Background: an optimization exercise with open tools, aiming at small area. Do not read the settings as production practice. Only simulation tests tie the RTL to the original design; equivalence was not proved.

==> flow/design.v <==
package uartBridge_pkg;
    typedef logic [22:0] memAddr_t;     
    typedef logic [15:0] memWord_t;     
    typedef struct packed {
        logic [7:0]  opcode;            
        logic        addrTop;           
        memAddr_t    addr;
        logic [15:0] pad;               
    } readFrame_s;
    typedef struct packed {
        logic [7:0]  opcode;            
        logic        addrTop;           
        memAddr_t    addr;
        memWord_t    data;              
    } writeFrame_s;
    typedef union packed {
        readFrame_s  rd;
        writeFrame_s wr;
    } cmdFrame_u;
endpackage
`timescale 1ns/1ps
module uartBridgeTop (
    input  logic sys_clk,
    input  logic arstN,
    input  logic uartRxLine,
    output logic uartTxLine,
    output logic cmdError
);
    localparam logic [7:0] CMD_CLEAR = 8'h2F;
    localparam logic [1:0] RX_IDLE  = 2'd0;
    localparam logic [1:0] RX_START = 2'd1;
    localparam logic [1:0] RX_DATA  = 2'd2;
    localparam logic [1:0] RX_STOP  = 2'd3;
    logic [1:0] syncReg;
    logic       rxSync;
    logic [1:0] rxState;
    logic [3:0] rxCnt;
    logic [2:0] rxBit;          
    logic       rxStrobe;       
    logic [7:0] rxByte;
    logic       rxRead;
    assign rxSync   = syncReg[1];
    assign rxRead   = (rxState == RX_DATA) && (rxCnt == 4'd0);
    assign rxStrobe = (rxState == RX_IDLE) && (rxCnt == 4'd0);
    always_ff @(posedge sys_clk or negedge arstN) begin
        if (!arstN) begin
            syncReg  <= 2'b11;
            rxState  <= RX_IDLE;
            rxCnt    <= 4'd9;
            rxBit    <= '0;
        end else begin
            syncReg  <= {syncReg[0], uartRxLine};
            rxCnt    <= (rxState == RX_IDLE) ? 4'd9 : rxCnt + 4'd1;
            if (rxRead)
                rxBit <= rxBit + 3'd1;
            case (rxState)
                RX_IDLE:  if (!rxSync) rxState <= RX_START;
                RX_START: if (rxCnt == 4'd0) rxState <= rxSync ? RX_IDLE : RX_DATA;
                RX_DATA:  if (rxRead && rxBit == 3'd7) rxState <= RX_STOP;
                default:  if (rxCnt == 4'd15) rxState <= RX_IDLE;
            endcase
        end
    end
    always_ff @(posedge sys_clk) begin
        if (rxRead)
            rxByte <= {rxSync, rxByte[7:1]};
    end
    logic [2:0]  byteCnt;
    logic        isW;           
    logic        isClear, isOpcode, lastByte;
    logic        rdDone;            
    logic        wrReady;           
    logic [6:0]  idx;               
    logic        wrHit;
    assign isClear  = (rxByte == CMD_CLEAR);
    assign isOpcode = (rxByte == 8'h52) || (rxByte == 8'h57);
    assign lastByte = (byteCnt == (isW ? 3'd5 : 3'd3));
    assign rdDone   = rxStrobe && !isClear && !isW && (byteCnt == 3'd3);
    always_ff @(posedge sys_clk or negedge arstN) begin
        if (!arstN) begin
            byteCnt  <= '0;
            cmdError <= 1'b0;
            isW      <= 1'b0;
        end else begin
            cmdError <= 1'b0;
            if (rxStrobe) begin
                if (isClear) begin
                    byteCnt <= '0;
                    isW     <= 1'b0;        
                end else if (byteCnt == 3'd0) begin
                    if (isOpcode) begin
                        byteCnt <= 3'd1;
                        isW     <= rxByte[0];
                    end else
                        cmdError <= 1'b1;
                end else if (lastByte) begin
                    byteCnt <= '0;
                end else begin
                    byteCnt <= byteCnt + 3'd1;
                end
            end
        end
    end
    always_ff @(posedge sys_clk) begin
        if (rxRead && rxBit == 3'd6 && byteCnt == 3'd3)
            idx <= {rxSync, rxByte[7:2]};
    end
    logic [15:0] ring [128];
    logic [6:0]  rot;
    logic        clr;           
    logic [15:0] txWord;
    always_ff @(posedge sys_clk or negedge arstN) begin
        if (!arstN) begin
            rot <= '0;
            clr <= 1'b1;
        end else begin
            rot <= rot - 7'd1;
            if (rot == 7'd1)
                clr <= 1'b0;
        end
    end
    logic e5, e6, e7;
    logic [1:0] tap4;
    assign e5   = (idx[4:0] == rot[4:0]);
    assign e6   = e5 && (idx[5] == rot[5]);
    assign e7   = e6 && (idx[6] == rot[6]);
    assign tap4 = idx[6:5] - rot[6:5];
    assign wrReady = isW && (byteCnt == 3'd0);
    assign wrHit   = wrReady && e7;
    always_ff @(posedge sys_clk) begin
        ring[0] <= ring[127];
        ring[1] <= clr ? 16'h0000 : (wrHit ? txWord : ring[0]);
        for (int p = 2; p < 128; p++)
            ring[p] <= ring[p-1];
    end
    always_ff @(posedge sys_clk) begin
        if (isW) begin
            if (rxStrobe && byteCnt == 3'd4)
                txWord[15:8] <= rxByte;
            if (rxStrobe && byteCnt == 3'd5)
                txWord[7:0] <= rxByte;
        end else begin
            if (e5)
                txWord[0] <= ring[{tap4, 5'd0}][0];
            if (e5 && !tap4[0])
                txWord[4:1] <= ring[{tap4[1], 6'd0}][4:1];
            if (e7)
                txWord[15:5] <= ring[0][15:5];
        end
    end
    localparam logic [1:0] TX_IDLE  = 2'd0;
    localparam logic [1:0] TX_START = 2'd1;
    localparam logic [1:0] TX_DATA  = 2'd2;
    localparam logic [1:0] TX_STOP  = 2'd3;
    logic [1:0] txState;
    logic [3:0] txCnt;
    logic [2:0] txBit;
    logic       byteSel;
    logic       bitEnd;
    logic       txOut;
    assign bitEnd = (txCnt == 4'd15);
    assign txOut  = txWord[{byteSel, txBit}];
    always_ff @(posedge sys_clk or negedge arstN) begin
        if (!arstN) begin
            txState    <= TX_IDLE;
            txCnt      <= 4'd14;
            txBit      <= '0;
            byteSel    <= 1'b0;
            uartTxLine <= 1'b1;
        end else begin
            txCnt <= (txState == TX_IDLE) ? 4'd14 : txCnt + 4'd1;
            case (txState)
                TX_IDLE: begin
                    if (rdDone) begin
                        txState    <= TX_START;
                        byteSel    <= 1'b0;
                    end
                end
                TX_START: begin
                    if (bitEnd && uartTxLine)
                        uartTxLine <= 1'b0;
                    else if (bitEnd) begin
                        txState    <= TX_DATA;
                        txBit      <= txBit + 3'd1;
                        uartTxLine <= txOut;
                    end
                end
                TX_DATA: begin
                    if (bitEnd) begin
                        if (txBit == 3'd0) begin
                            txState    <= TX_STOP;
                            uartTxLine <= 1'b1;
                        end else begin
                            txBit      <= txBit + 3'd1;
                            uartTxLine <= txOut;
                        end
                    end
                end
                default: begin
                    if (bitEnd) begin
                        if (byteSel)
                            txState <= TX_IDLE;
                        else begin
                            byteSel    <= 1'b1;
                            txState    <= TX_START;
                            uartTxLine <= 1'b0;
                        end
                    end
                end
            endcase
        end
    end
endmodule
export LEC_CHECK = 0
export CAP_MARGIN = 20
export CORE_MARGIN = 2
export CORE_UTILIZATION = 60
export PLACE_DENSITY = 0.75
export SLEW_MARGIN = 20
export CTS_ARGS = -sink_clustering_enable -repair_clock_nets -sink_clustering_size 22 -sink_clustering_max_diameter 38 -buf_list sky130_fd_sc_hd__clkbuf_8 -root_buf sky130_fd_sc_hd__clkbuf_16 -tree_buf sky130_fd_sc_hd__clkbuf_16 -sink_clustering_buffer sky130_fd_sc_hd__clkbuf_8 -dont_use_dummy_load
create_clock -name core_clock -period 10.0 [get_ports {sys_clk}]
standard.sh (not shown) runs the stock make flow with config.mk's settings and CLKGATE_MAP_FILE= SYNTH_SCRIPT=/design/flow/synth_recipe.tcl, a recipe that flattens the netlist after the stock synthesis.
==> flow/flow/run.sh <==
#!/bin/bash
set -euo pipefail
CTS_SIZE=${CTS_SIZE:-28}
CTS_DIAM=${CTS_DIAM:-45}
CTS_BUF=${CTS_BUF:-sky130_fd_sc_hd__clkbuf_16}
if [[ -f flow/cts.env ]]; then source flow/cts.env; fi
cat >> config.mk <<EOC
export CTS_ARGS = -sink_clustering_enable -repair_clock_nets -sink_clustering_size $CTS_SIZE -sink_clustering_max_diameter $CTS_DIAM -buf_list $CTS_BUF ${CTS_EXTRA:-} -dont_use_dummy_load
EOC
bash standard.sh > flow_make.log 2>&1
==> flow/flow/cts.env <==
CTS_SIZE=22
CTS_DIAM=38
CTS_BUF=sky130_fd_sc_hd__clkbuf_8
CTS_EXTRA="-root_buf sky130_fd_sc_hd__clkbuf_16 -tree_buf sky130_fd_sc_hd__clkbuf_16 -sink_clustering_buffer sky130_fd_sc_hd__clkbuf_8"
Change:
==> flow/flow/cts.env (replaced) <==
CTS_SIZE=20
CTS_DIAM=35
CTS_BUF=sky130_fd_sc_hd__clkbuf_8
CTS_EXTRA="-root_buf sky130_fd_sc_hd__clkbuf_16 -tree_buf sky130_fd_sc_hd__clkbuf_16 -sink_clustering_buffer sky130_fd_sc_hd__clkbuf_8"
- CTS_ARGS: -sink_clustering_enable -repair_clock_nets -sink_clustering_size 22 -sink_clustering_max_diameter 38 -buf_list sky130_fd_sc_hd__clkbuf_8 -root_buf sky130_fd_sc_hd__clkbuf_16 -tree_buf sky130_fd_sc_hd__clkbuf_16 -sink_clustering_buffer sky130_fd_sc_hd__clkbuf_8 -dont_use_dummy_load -> -sink_clustering_enable -repair_clock_nets -sink_clustering_size 20 -sink_clustering_max_diameter 35 -buf_list sky130_fd_sc_hd__clkbuf_8 -root_buf sky130_fd_sc_hd__clkbuf_16 -tree_buf sky130_fd_sc_hd__clkbuf_16 -sink_clustering_buffer sky130_fd_sc_hd__clkbuf_8 -dont_use_dummy_load
The changed run completed with no timing, DRC or antenna violations.
Wire length grows slightly.
Register-to-register slack barely changes.
Utilization rises by 0.28 points.
Setup slack degrades by 0.0031 ns.
Sequential share of layout area decreases by 0.38 points.
Die area does not change.
Synthesized area does not change.

[separate check: timing with driven ports]
The results above use ideal ports. As a check the final layouts listed here were re-extracted and re-timed, cells and wires unchanged. Step 1, drivers: a clkbuf_16 drives sys_clk and a buf_2 each remaining input, both assumed. Step 2 moves the port delays by t, midway between the first and last clock arrival at a register: inputs arrive t later, outputs are due t later. That takes back most of the time a late clock gives input paths. Three values: no drivers, after step 1, after step 2; two values: the first two.
run	shift t [ns]	setup WS [ns]	latest minus earliest clock arrival (ns)	slew at the worst register clock pin (ns)
the first run	0.737	6.245 / 6.177 / 6.914	0.118 / 0.118	0.12 / 0.12
the second run	0.737	6.242 / 6.174 / 6.911	0.128 / 0.128	0.11 / 0.11
After both steps every run listed still meets setup and hold.
